This is an optimization exercise on Yosys and OpenROAD, whose aim is small area, a short achievable clock period and few clock cycles, not a production implementation. Power is estimated from default activity; no workload was simulated.

== build 51 ==
==> module lf_next, before the edit <==
module lf_next (
  input  logic body,
  input  logic b,
  input  logic tvalid,
  input  logic tready,
  input  logic tlast,
  input  logic ready,
  output logic body_d,
  output logic b_d
);
  assign body_d = body ? !(tvalid && tlast && ready) : (!b && tvalid && tready);
  assign b_d    = body ? (b ? (!tvalid || !tready || ready) : (tvalid && tready))
                       : (b ? !tready : (tvalid && tready));
endmodule
==> module link_framer_top, before the edit <==
module link_framer_top (
  input  logic       aclk,
  input  logic       aresetn,
  input  logic       in_tvalid,
  output logic       in_tready,
  input  logic [7:0] in_tdata,
  input  logic       in_tlast,
  output logic       out_tvalid,
  input  logic       out_tready,
  output logic [7:0] out_tdata,
  output logic       out_tlast
);
  logic body;
  logic b;
  logic body_d;
  logic b_d;
  logic fresh;
  logic at_stop;
  logic at_start;
  lf_decode u_decode (.body(body), .b(b), .fresh(fresh), .at_stop(at_stop), .at_start(at_start));
  logic hi_n;      
  logic esc1_n;    
  logic esc0_n;    
  logic keep1_n;   
  logic keep0_n;   
  lf_nand4  u_hi    (.a(in_tdata[6]), .b(in_tdata[5]), .c(in_tdata[4]), .d(in_tdata[3]), .y(hi_n));
  lf_nand4b u_esc1  (.an(in_tdata[7]), .b(in_tdata[2]), .c(in_tdata[0]), .d(fresh), .y(esc1_n));
  lf_nand4b u_esc0  (.an(in_tdata[7]), .b(in_tdata[2]), .c(in_tdata[1]), .d(fresh), .y(esc0_n));
  lf_a21oi  u_keep1 (.a1(body), .a2(in_tdata[1]), .b1(at_stop), .y(keep1_n));
  lf_a21oi  u_keep0 (.a1(body), .a2(in_tdata[0]), .b1(at_start), .y(keep0_n));
  lf_o21ai  u_out1  (.a1(hi_n), .a2(esc1_n), .b1(keep1_n), .y(out_tdata[1]));
  lf_o21ai  u_out0  (.a1(hi_n), .a2(esc0_n), .b1(keep0_n), .y(out_tdata[0]));
  logic hi;        
  logic pre;       
  logic low_any;   
  logic go_n;      
  lf_and4   u_hip   (.a(in_tdata[6]), .b(in_tdata[5]), .c(in_tdata[4]), .d(in_tdata[3]), .y(hi));
  lf_and3b  u_prep  (.an(in_tdata[7]), .b(in_tdata[2]), .c(fresh), .y(pre));
  lf_or2    u_lowa  (.a(in_tdata[1]), .b(in_tdata[0]), .y(low_any));
  lf_nand2  u_go    (.a(out_tready), .b(body), .y(go_n));
  lf_a31oi  u_rdy   (.a1(hi), .a2(pre), .a3(low_any), .b1(go_n), .y(in_tready));
  lf_and2   u_out7  (.a(body), .b(in_tdata[7]), .y(out_tdata[7]));
  for (genvar k = 2; k < 7; k++) begin : g_hi
    lf_or2b u_outk  (.a(in_tdata[k]), .bn(body), .y(out_tdata[k]));
  end
  lf_or2    u_valid (.a(in_tvalid), .b(at_stop), .y(out_tvalid));
  assign out_tlast = at_stop;
  lf_next u_next (
    .body     (body),
    .b        (b),
    .tvalid   (in_tvalid),
    .tready   (out_tready),
    .tlast    (in_tlast),
    .ready    (in_tready),
    .body_d   (body_d),
    .b_d      (b_d)
  );
  always_ff @(posedge aclk or negedge aresetn) begin
    if (!aresetn) begin
      body <= 1'b0;
      b    <= 1'b0;
    end else begin
      body <= body_d;
      b    <= b_d;
    end
  end
endmodule
==> flow/config.mk <==
export PLATFORM = sky130hd
export DESIGN_NAME = link_framer_top
export DESIGN_NICKNAME = link_framer_top
export VERILOG_FILES = /design/flow/design.v
export SDC_FILE = /design/flow/constraint.sdc
export NUM_CORES = 4
export LEC_CHECK = 0
export CAP_MARGIN = 20
export CORE_AREA = 3 3 61 61
export CTS_BUF_LIST = sky130_fd_sc_hd__clkbuf_1
export DIE_AREA = 0 0 64 64
export SLEW_MARGIN = 20
export SYNTH_HIERARCHICAL = 1
export SYNTH_MINIMUM_KEEP_SIZE = 0
==> flow/constraint.sdc <==
create_clock -name core_clock -period 4.5 [get_ports {aclk}]
set_input_delay 0.9000 -clock core_clock [delete_from_list [all_inputs] [get_ports {aclk}]]
set_output_delay 0.9000 -clock core_clock [all_outputs]
set_load 0.01 [all_outputs]
standard.sh (not shown) runs the stock make flow with config.mk's settings and CLKGATE_MAP_FILE= SYNTH_SCRIPT=/design/flow/synth_recipe.tcl, a recipe that flattens the netlist after the stock synthesis.
==> flow/flow/run.sh <==
#!/bin/bash
# The standard layout (the standard.sh) with extra ORFS settings:
# BUFFER_PORTS_ARGS="-buffer_cell sky130_fd_sc_hd__buf_1"
# make's full output goes to standard.log; each ORFS step keeps its own log under orfs/logs.
set -euo pipefail
bash standard.sh BUFFER_PORTS_ARGS="-buffer_cell sky130_fd_sc_hd__buf_1" finish > standard.log 2>&1
For build 98, these inputs were changed with respect to build 51:
-- flow/design.v --
<<< build 51, line 65
  input  logic tready,
  input  logic tlast,
  input  logic ready,
  output logic body_d,
  output logic b_d
);
  assign body_d = body ? !(tvalid && tlast && ready) : (!b && tvalid && tready);
  assign b_d    = body ? (b ? (!tvalid || !tready || ready) : (tvalid && tready))
                       : (b ? !tready : (tvalid && tready));
endmodule
module link_framer_top (
>>> build 98, line 65
  input  logic tready,
  input  logic tlast,
  input  logic hi_n,
  input  logic pre_n,
  input  logic low_zero,
  output logic body_d,
  output logic b_d
);
  logic rv;
  logic esc;
  assign rv  = tready && tvalid;
  assign esc = !(hi_n || pre_n || low_zero);
  assign body_d = body ? (!rv || !tlast || esc) : (!b && rv);
  assign b_d    = body ? (b ? !(rv && esc) : rv) : (b ? !tready : rv);
endmodule
module link_framer_top (
<<< build 51, line 96
  logic esc1_n;    
  logic esc0_n;    
  logic keep1_n;   
  logic keep0_n;   
>>> build 98, line 101
  logic esc1_n;    
  logic esc0_n;    
  logic pre_n;     
  logic low_zero;  
  logic keep1_n;   
  logic keep0_n;   
<<< build 51, line 101
  lf_nand4b u_esc1  (.an(in_tdata[7]), .b(in_tdata[2]), .c(in_tdata[0]), .d(fresh), .y(esc1_n));
  lf_nand4b u_esc0  (.an(in_tdata[7]), .b(in_tdata[2]), .c(in_tdata[1]), .d(fresh), .y(esc0_n));
  lf_a21oi  u_keep1 (.a1(body), .a2(in_tdata[1]), .b1(at_stop), .y(keep1_n));
  lf_a21oi  u_keep0 (.a1(body), .a2(in_tdata[0]), .b1(at_start), .y(keep0_n));
>>> build 98, line 108
  lf_nand4b u_esc1  (.an(in_tdata[7]), .b(in_tdata[2]), .c(in_tdata[0]), .d(fresh), .y(esc1_n));
  lf_nand4b u_esc0  (.an(in_tdata[7]), .b(in_tdata[2]), .c(in_tdata[1]), .d(fresh), .y(esc0_n));
  lf_nand3b u_pre   (.an(in_tdata[7]), .b(in_tdata[2]), .c(fresh), .y(pre_n));
  lf_nor2   u_low   (.a(in_tdata[1]), .b(in_tdata[0]), .y(low_zero));
  lf_a21oi  u_keep1 (.a1(body), .a2(in_tdata[1]), .b1(at_stop), .y(keep1_n));
  lf_a21oi  u_keep0 (.a1(body), .a2(in_tdata[0]), .b1(at_start), .y(keep0_n));
<<< build 51, line 126
    .tready   (out_tready),
    .tlast    (in_tlast),
    .ready    (in_tready),
    .body_d   (body_d),
    .b_d      (b_d)
>>> build 98, line 135
    .tready   (out_tready),
    .tlast    (in_tlast),
    .hi_n     (hi_n),
    .pre_n    (pre_n),
    .low_zero (low_zero),
    .body_d   (body_d),
    .b_d      (b_d)
In summary, build 98 completed successfully, with a layout that passed the timing, design-rule and antenna checks. Looking at routed via count divided by cell count, build 98 sits above build 51. Delta(worst setup slack, build 98 - build 51) > 0. Sequential power of build 51 is on par with build 98. Build 98 consumes more power than build 51 does. Between build 51 and build 98, sequential share of layout area decreased. Going from build 51 to build 98, utilization rose 0.64 points; clock transition at the register clock pins on the worst setup and hold paths after CTS about even.
Function was not checked in any run of this note: the RTL went through the layout flow alone.

[separate check: timing with driven ports]
Ports are ideal in the flow. The routed layouts listed here were re-timed in OpenROAD.
Step 1 (the two cells are an assumption about what drives the block):
set clk [get_ports {aclk}]
set_driving_cell -lib_cell sky130_fd_sc_hd__clkbuf_16 $clk
set_driving_cell -lib_cell sky130_fd_sc_hd__buf_2 [delete_from_list [all_inputs] $clk]
Step 2 times the ports against the registers' clock, not the clock port: input delays grow and output delays shrink by t, the midpoint of the rising clock arrivals with the driver on.
a / b / c = ideal / step 1 / step 2; a / b = the first two.
| run | t, ns | setup WS [ns] | clock arrival spread, ns |
|---|---|---|---|
| build 51 | 0.228 | 1.842 / 1.821 / 1.821 | 0.003 / 0.003 |
| build 98 | 0.218 | 2.008 / 1.987 / 1.987 | 0.005 / 0.006 |
After both steps every run listed still meets setup and hold.
